Context: an optimization exercise on an open-source flow, tuned for small area and a short achievable clock period. The choices shown serve that exercise and are no tape-out recipe.
In this exercise RTL edits were held to simulation tests only and were not proved equivalent to the original.
Power and IR drop assume default switching activity.

==> v7: inputs <==
==> flow/design.v <==
module pipeline_trace_buffer #(
    parameter int DATA_W    = 32,
    parameter int CH        = 2,
    parameter int DEPTH     = 64,
    parameter int POST_TRIG = 16
) (
    input  logic                       Clk,
    input  logic                       Reset_n,
    input  logic                       Arm,
    input  logic                       Cap_Valid,
    input  logic [CH*DATA_W-1:0]       Cap_Data,
    input  logic                       Trig,
    input  logic                       Rd_Req,
    output logic                       Rd_Ack,
    output logic [CH*DATA_W-1:0]       Rd_Data,
    output logic                       Rd_Last,
    output logic [1:0]                 State,
    output logic [$clog2(DEPTH):0]     Fill,
    output logic [$clog2(DEPTH)-1:0]   Trig_Index,
    output logic [31:0]                Cycle_Count
);
    localparam int AW = $clog2(DEPTH);
    localparam int W  = CH * DATA_W;
    localparam int CW = $clog2(POST_TRIG + 2);
    localparam int RLO = (POST_TRIG < DEPTH) ? POST_TRIG : DEPTH - 1;
    localparam logic [1:0] S_IDLE  = 2'd0;
    localparam logic [1:0] S_ARMED = 2'd1;
    localparam logic [1:0] S_POST  = 2'd2;
    localparam logic [1:0] S_DONE  = 2'd3;
    logic [W-1:0]    sr [DEPTH];
    logic [AW:0]     rem;         
    logic [CW-1:0]   post_left;   
    logic [1:0]      State_q;
    logic            capturing, armed, post, done;
    logic            wr_en, serve, shift, done_nx, full, cc_sat;
    logic [AW:0]     fill_nx;
    logic [W-1:0]    rd_word;
    assign State = State_q;
    always_comb begin
        armed     = (State_q == S_ARMED);
        post      = (State_q == S_POST);
        done      = (State_q == S_DONE);
        capturing = armed || post;
        wr_en     = capturing && Cap_Valid && !Arm;
        serve     = done && Rd_Req && !Arm && (rem != '0);
        shift     = wr_en || serve;
        full      = Fill[AW];
        fill_nx   = full ? Fill : Fill + 1'b1;
        done_nx   = post && wr_en && (post_left == CW'(1));
        cc_sat    = &Cycle_Count;
        rd_word = '0;
        for (int i = RLO; i < DEPTH; i++)
            rd_word = rd_word | ({W{Fill == (AW+1)'(i + 1)}} & sr[i]);
    end
    always_ff @(posedge Clk) begin
        if (shift) begin
            sr[0] <= Cap_Data;
            for (int i = 1; i < DEPTH; i++)
                sr[i] <= sr[i-1];
        end
    end
    always_ff @(posedge Clk) begin
        if (done_nx)
            rem <= fill_nx;
        else if (serve)
            rem <= rem - 1'b1;
        if (armed && Trig)
            post_left <= Cap_Valid ? CW'(POST_TRIG) : CW'(POST_TRIG + 1);
        else if (wr_en)
            post_left <= post_left - 1'b1;
    end
    always_ff @(posedge Clk or negedge Reset_n) begin
        if (!Reset_n) begin
            State_q     <= S_IDLE;
            Fill        <= '0;
            Trig_Index  <= '0;
            Cycle_Count <= '0;
            Rd_Ack      <= 1'b0;
            Rd_Last     <= 1'b0;
            Rd_Data     <= '0;
        end else begin
            Rd_Ack  <= serve;
            Rd_Last <= serve && (rem == (AW+1)'(1));
            if (serve)
                Rd_Data <= rd_word;
            if (Arm) begin
                State_q     <= S_ARMED;
                Fill        <= '0;
                Trig_Index  <= '0;
                Cycle_Count <= '0;
            end else begin
                if (capturing && !cc_sat)
                    Cycle_Count <= Cycle_Count + 1'b1;
                if (wr_en)
                    Fill <= fill_nx;
                if (done_nx)
                    Trig_Index <= AW'(fill_nx - (AW+1)'(POST_TRIG + 1));
                if (armed && Trig)
                    State_q <= S_POST;
                else if (done_nx)
                    State_q <= S_DONE;
            end
        end
    end
endmodule
==> flow/run.sh <==
#!/bin/bash
# synth_recipe.tcl (not shown) runs the flow's synth.tcl, then flattens the netlist and writes it again
# the make line also repeats each setting of config.mk as NAME=value (left out here)
make -C /OpenROAD-flow-scripts/flow DESIGN_CONFIG=/design/flow/config.mk WORK_HOME=/design/flow/orfs CLKGATE_MAP_FILE= SYNTH_SCRIPT=/design/flow/synth_recipe.tcl finish
==> flow/config.mk <==
export PLATFORM = sky130hd
export DESIGN_NAME = pipeline_trace_buffer
export DESIGN_NICKNAME = pipeline_trace_buffer
export VERILOG_FILES = /design/flow/design.v
export SDC_FILE = /design/flow/constraint.sdc
export NUM_CORES = 4
export LEC_CHECK = 0
export CAP_MARGIN = 20
export CORE_MARGIN = 2
export CORE_UTILIZATION = 60
export SETUP_SLACK_MARGIN = 2.3
export SLEW_MARGIN = 20
export SYNTH_MEMORY_MAX_BITS = 8192
==> flow/constraint.sdc <==
create_clock -name core_clock -period 5.0 [get_ports {Clk}]
set_input_delay 1.0000 -clock core_clock [delete_from_list [all_inputs] [get_ports {Clk}]]
set_output_delay 1.0000 -clock core_clock [all_outputs]
set_load 0.01 [all_outputs]
==> v36: changes against v7 <==
==> flow/design.v, changed modules only <==
module pipeline_trace_buffer #(
    parameter int DATA_W    = 32,
    parameter int CH        = 2,
    parameter int DEPTH     = 64,
    parameter int POST_TRIG = 16
) (
    input  logic                       Clk,
    input  logic                       Reset_n,
    input  logic                       Arm,
    input  logic                       Cap_Valid,
    input  logic [CH*DATA_W-1:0]       Cap_Data,
    input  logic                       Trig,
    input  logic                       Rd_Req,
    output logic                       Rd_Ack,
    output logic [CH*DATA_W-1:0]       Rd_Data,
    output logic                       Rd_Last,
    output logic [1:0]                 State,
    output logic [$clog2(DEPTH):0]     Fill,
    output logic [$clog2(DEPTH)-1:0]   Trig_Index,
    output logic [31:0]                Cycle_Count
);
    localparam int AW = $clog2(DEPTH);
    localparam int W  = CH * DATA_W;
    localparam int CW = $clog2(POST_TRIG + 2);
    localparam int RLO = (POST_TRIG < DEPTH) ? POST_TRIG : DEPTH - 1;
    localparam logic [1:0] S_IDLE  = 2'd0;
    localparam logic [1:0] S_ARMED = 2'd1;
    localparam logic [1:0] S_POST  = 2'd2;
    localparam logic [1:0] S_DONE  = 2'd3;
    logic [W-1:0]    sr [DEPTH];
    logic [DEPTH-1:RLO] rsel;     
    logic [AW:0]     rem;         
    logic [CW-1:0]   post_left;   
    logic            armed, post;  
    logic            rd_ok;        
    logic [AW:0]     fill;         
    logic [31:0]     cc;
    logic            cap_ok;
    logic            wr_en, serve, shift, done_nx, go_post, cc_sat;
    logic [AW:0]     fill_nx, fill_d;
    logic [31:0]     cc_inc;
    logic [W-1:0]    rd_word;
    always_comb begin
        cap_ok    = armed || post;
        wr_en     = cap_ok && Cap_Valid && !Arm;
        serve     = rd_ok && Rd_Req && !Arm;
        shift     = wr_en || serve;
        fill_nx   = fill[AW] ? fill : fill + 1'b1;
        done_nx   = post && wr_en && (post_left == CW'(1));
        go_post   = armed && Trig && !Arm;
        cc_sat    = &cc;
        cc_inc    = cc + 1'b1;
        fill_d    = Arm ? '0 : (wr_en ? fill_nx : fill);
        rd_word = '0;
        for (int i = RLO; i < DEPTH; i++)
            rd_word = rd_word | ({W{rsel[i]}} & sr[i]);
    end
    always_ff @(posedge Clk) begin
        if (shift) begin
            sr[0] <= Cap_Data;
            for (int i = 1; i < DEPTH; i++)
                sr[i] <= sr[i-1];
        end
    end
    always_ff @(posedge Clk) begin
        fill   <= fill_d;
        for (int i = RLO; i < DEPTH; i++)
            rsel[i] <= (fill_d == (AW+1)'(i + 1));
        if (Arm)
            cc <= '0;
        else if (cap_ok && !cc_sat)
            cc <= cc_inc;
        if (done_nx)
            rem <= fill_nx;
        else if (serve)
            rem <= rem - 1'b1;
        if (armed && Trig)
            post_left <= Cap_Valid ? CW'(POST_TRIG) : CW'(POST_TRIG + 1);
        else if (wr_en)
            post_left <= post_left - 1'b1;
    end
    always_ff @(posedge Clk or negedge Reset_n) begin
        if (!Reset_n) begin
            armed <= 1'b0;
            post  <= 1'b0;
            rd_ok <= 1'b0;
        end else begin
            armed <= Arm || (armed && !Trig);
            post  <= !Arm && (go_post || (post && !done_nx));
            if (Arm)
                rd_ok <= 1'b0;
            else if (done_nx)
                rd_ok <= 1'b1;
            else if (serve && (rem == (AW+1)'(1)))
                rd_ok <= 1'b0;
        end
    end
    always_ff @(posedge Clk or negedge Reset_n) begin
        if (!Reset_n) begin
            State       <= S_IDLE;
            Fill        <= '0;
            Trig_Index  <= '0;
            Cycle_Count <= '0;
            Rd_Ack      <= 1'b0;
            Rd_Last     <= 1'b0;
            Rd_Data     <= '0;
        end else begin
            Rd_Ack  <= serve;
            Rd_Last <= serve && (rem == (AW+1)'(1));
            if (serve)
                Rd_Data <= rd_word;
            if (Arm) begin
                State       <= S_ARMED;
                Fill        <= '0;
                Trig_Index  <= '0;
                Cycle_Count <= '0;
            end else begin
                if (go_post)
                    State <= S_POST;
                else if (done_nx)
                    State <= S_DONE;
                if (wr_en)
                    Fill <= fill_nx;
                if (cap_ok && !cc_sat)
                    Cycle_Count <= cc_inc;
                if (done_nx)
                    Trig_Index <= AW'(fill_nx - (AW+1)'(POST_TRIG + 1));
            end
        end
    end
endmodule
- CORE_UTILIZATION: 60 -> 55
- CTS_CLUSTER_DIAMETER: unset -> 150
- CTS_CLUSTER_SIZE: unset -> 25
- SETUP_SLACK_MARGIN: 2.3 -> 2.6
- TNS_END_PERCENT: unset -> 20
==> v14: changes against v7 <==
==> flow/design.v, changed modules only <==
module pipeline_trace_buffer #(
    parameter int DATA_W    = 32,
    parameter int CH        = 2,
    parameter int DEPTH     = 64,
    parameter int POST_TRIG = 16
) (
    input  logic                       Clk,
    input  logic                       Reset_n,
    input  logic                       Arm,
    input  logic                       Cap_Valid,
    input  logic [CH*DATA_W-1:0]       Cap_Data,
    input  logic                       Trig,
    input  logic                       Rd_Req,
    output logic                       Rd_Ack,
    output logic [CH*DATA_W-1:0]       Rd_Data,
    output logic                       Rd_Last,
    output logic [1:0]                 State,
    output logic [$clog2(DEPTH):0]     Fill,
    output logic [$clog2(DEPTH)-1:0]   Trig_Index,
    output logic [31:0]                Cycle_Count
);
    localparam int AW = $clog2(DEPTH);
    localparam int W  = CH * DATA_W;
    localparam int CW = $clog2(POST_TRIG + 2);
    localparam int RLO = (POST_TRIG < DEPTH) ? POST_TRIG : DEPTH - 1;
    localparam logic [1:0] S_IDLE  = 2'd0;
    localparam logic [1:0] S_ARMED = 2'd1;
    localparam logic [1:0] S_POST  = 2'd2;
    localparam logic [1:0] S_DONE  = 2'd3;
    logic [W-1:0]    sr [DEPTH];
    logic [DEPTH-1:RLO] rsel;     
    logic [AW:0]     rem;         
    logic [CW-1:0]   post_left;   
    logic            armed, post;  
    logic            rd_ok;        
    logic [AW:0]     fill;         
    logic [31:0]     cc;
    logic            cap_ok;
    logic            wr_en, serve, shift, done_nx, go_post, cc_sat;
    logic [AW:0]     fill_nx, fill_d;
    logic [31:0]     cc_inc;
    logic [W-1:0]    rd_word;
    always_comb begin
        cap_ok    = armed || post;
        wr_en     = cap_ok && Cap_Valid && !Arm;
        serve     = rd_ok && Rd_Req && !Arm;
        shift     = wr_en || serve;
        fill_nx   = fill[AW] ? fill : fill + 1'b1;
        done_nx   = post && wr_en && (post_left == CW'(1));
        go_post   = armed && Trig && !Arm;
        cc_sat    = &cc;
        cc_inc    = cc + 1'b1;
        fill_d    = Arm ? '0 : (wr_en ? fill_nx : fill);
        rd_word = '0;
        for (int i = RLO; i < DEPTH; i++)
            rd_word = rd_word | ({W{rsel[i]}} & sr[i]);
    end
    always_ff @(posedge Clk) begin
        if (shift) begin
            sr[0] <= Cap_Data;
            for (int i = 1; i < DEPTH; i++)
                sr[i] <= sr[i-1];
        end
    end
    always_ff @(posedge Clk) begin
        fill   <= fill_d;
        for (int i = RLO; i < DEPTH; i++)
            rsel[i] <= (fill_d == (AW+1)'(i + 1));
        if (Arm)
            cc <= '0;
        else if (cap_ok && !cc_sat)
            cc <= cc_inc;
        if (done_nx)
            rem <= fill_nx;
        else if (serve)
            rem <= rem - 1'b1;
        if (armed && Trig)
            post_left <= Cap_Valid ? CW'(POST_TRIG) : CW'(POST_TRIG + 1);
        else if (wr_en)
            post_left <= post_left - 1'b1;
    end
    always_ff @(posedge Clk or negedge Reset_n) begin
        if (!Reset_n) begin
            armed <= 1'b0;
            post  <= 1'b0;
            rd_ok <= 1'b0;
        end else begin
            armed <= Arm || (armed && !Trig);
            post  <= !Arm && (go_post || (post && !done_nx));
            if (Arm)
                rd_ok <= 1'b0;
            else if (done_nx)
                rd_ok <= 1'b1;
            else if (serve && (rem == (AW+1)'(1)))
                rd_ok <= 1'b0;
        end
    end
    always_ff @(posedge Clk or negedge Reset_n) begin
        if (!Reset_n) begin
            State       <= S_IDLE;
            Fill        <= '0;
            Trig_Index  <= '0;
            Cycle_Count <= '0;
            Rd_Ack      <= 1'b0;
            Rd_Last     <= 1'b0;
            Rd_Data     <= '0;
        end else begin
            Rd_Ack  <= serve;
            Rd_Last <= serve && (rem == (AW+1)'(1));
            if (serve)
                Rd_Data <= rd_word;
            if (Arm) begin
                State       <= S_ARMED;
                Fill        <= '0;
                Trig_Index  <= '0;
                Cycle_Count <= '0;
            end else begin
                if (go_post)
                    State <= S_POST;
                else if (done_nx)
                    State <= S_DONE;
                if (wr_en)
                    Fill <= fill_nx;
                if (cap_ok && !cc_sat)
                    Cycle_Count <= cc_inc;
                if (done_nx)
                    Trig_Index <= AW'(fill_nx - (AW+1)'(POST_TRIG + 1));
            end
        end
    end
endmodule
- CORE_UTILIZATION: 60 -> 62
- CTS_CLUSTER_DIAMETER: unset -> 150
- CTS_CLUSTER_SIZE: unset -> 25
- SETUP_SLACK_MARGIN: 2.3 -> 2.8
- TNS_END_PERCENT: unset -> 100
==> results.txt <==
Net count, final: v36 7566; v14 7850; v7 8697
XOR/XNOR share of the synthesized area: v36 0.2420%; v14 0.2420%; v7 0.2490%
Repair and plain buffers: v36 516; v14 804; v7 1094
Run status: v36 timing/DRC/antenna clean; v14 timing/DRC/antenna clean; v7 timing/DRC/antenna clean
Global Route met3 Usage: v36 5.906%; v14 9.408%; v7 13.50%
Crit path setup slack, layout: v36 2.433 ns; v14 2.455 ns; v7 2.056 ns
Total power: v36 60.82 mW; v14 60.64 mW; v7 79.07 mW
Netlist cell types: v36 60; v14 60; v7 74
H-tree lvl count: v36 4; v14 4; v7 5
Power of the sequential group: v36 41.2 mW; v14 41.2 mW; v7 44.1 mW
Multi-input gate area: v36 0.01908 mm2; v14 0.01942 mm2; v7 0.02179 mm2
Global-route wire length before repair: v36 560.9 mm; v14 583.6 mm; v7 655.9 mm
Multi-input logic portion of the cell area: v36 11.72%; v14 11.68%; v7 12.10%
Met1 layer usage reported by global route: v36 42.38%; v14 51.61%; v7 53.32%
Standard cell area after detailed placement: v36 0.1558 mm2; v14 0.1559 mm2; v7 0.1564 mm2
Worst Reg2Reg Path Length in Cells: v36 6; v14 6; v7 11
Number of clock buffers in the layout: v36 342; v14 333; v7 526
Static Leakage: v36 48.87 nW; v14 50.93 nW; v7 59.76 nW
Flip-flop and latch count after synthesis: v36 4311; v14 4311; v7 4221
Initial drt markers: v36 13050; v14 14760; v7 18680

port drivers added, routing unchanged:
No port has a modelled driver above. Below, the same layouts with a new extraction and two added sets of constraints. Step 1 (the two cells are an assumption about what drives the block):
set clk [get_ports {Clk}]
set_driving_cell -lib_cell sky130_fd_sc_hd__clkbuf_16 $clk
set_driving_cell -lib_cell sky130_fd_sc_hd__buf_2 [delete_from_list [all_inputs] $clk]
Step 2, shift: input delay + t, output delay - t, t = (earliest + latest rising clock arrival at the registers) / 2. This alone moves slack from input paths to output paths. Slacks: ideal / step 1 / step 2; pairs: ideal / step 1.
run | t, ns | setup WS [ns] | worst hold slack (ns)
v7 | 1.060 | 2.056 / 1.993 / 1.456 | 0.083 / 0.025 / 0.396
v36 | 1.003 | 2.433 / 2.335 / 1.686 | 0.140 / 0.077 / 0.396
v14 | 0.974 | 2.455 / 2.350 / 1.860 | 0.148 / 0.078 / 0.397
After both steps setup and hold are still met in every run listed. For v36, which loses most, drivers alone change the setup slack by -0.098 ns; drivers and shift together by -0.747 ns.
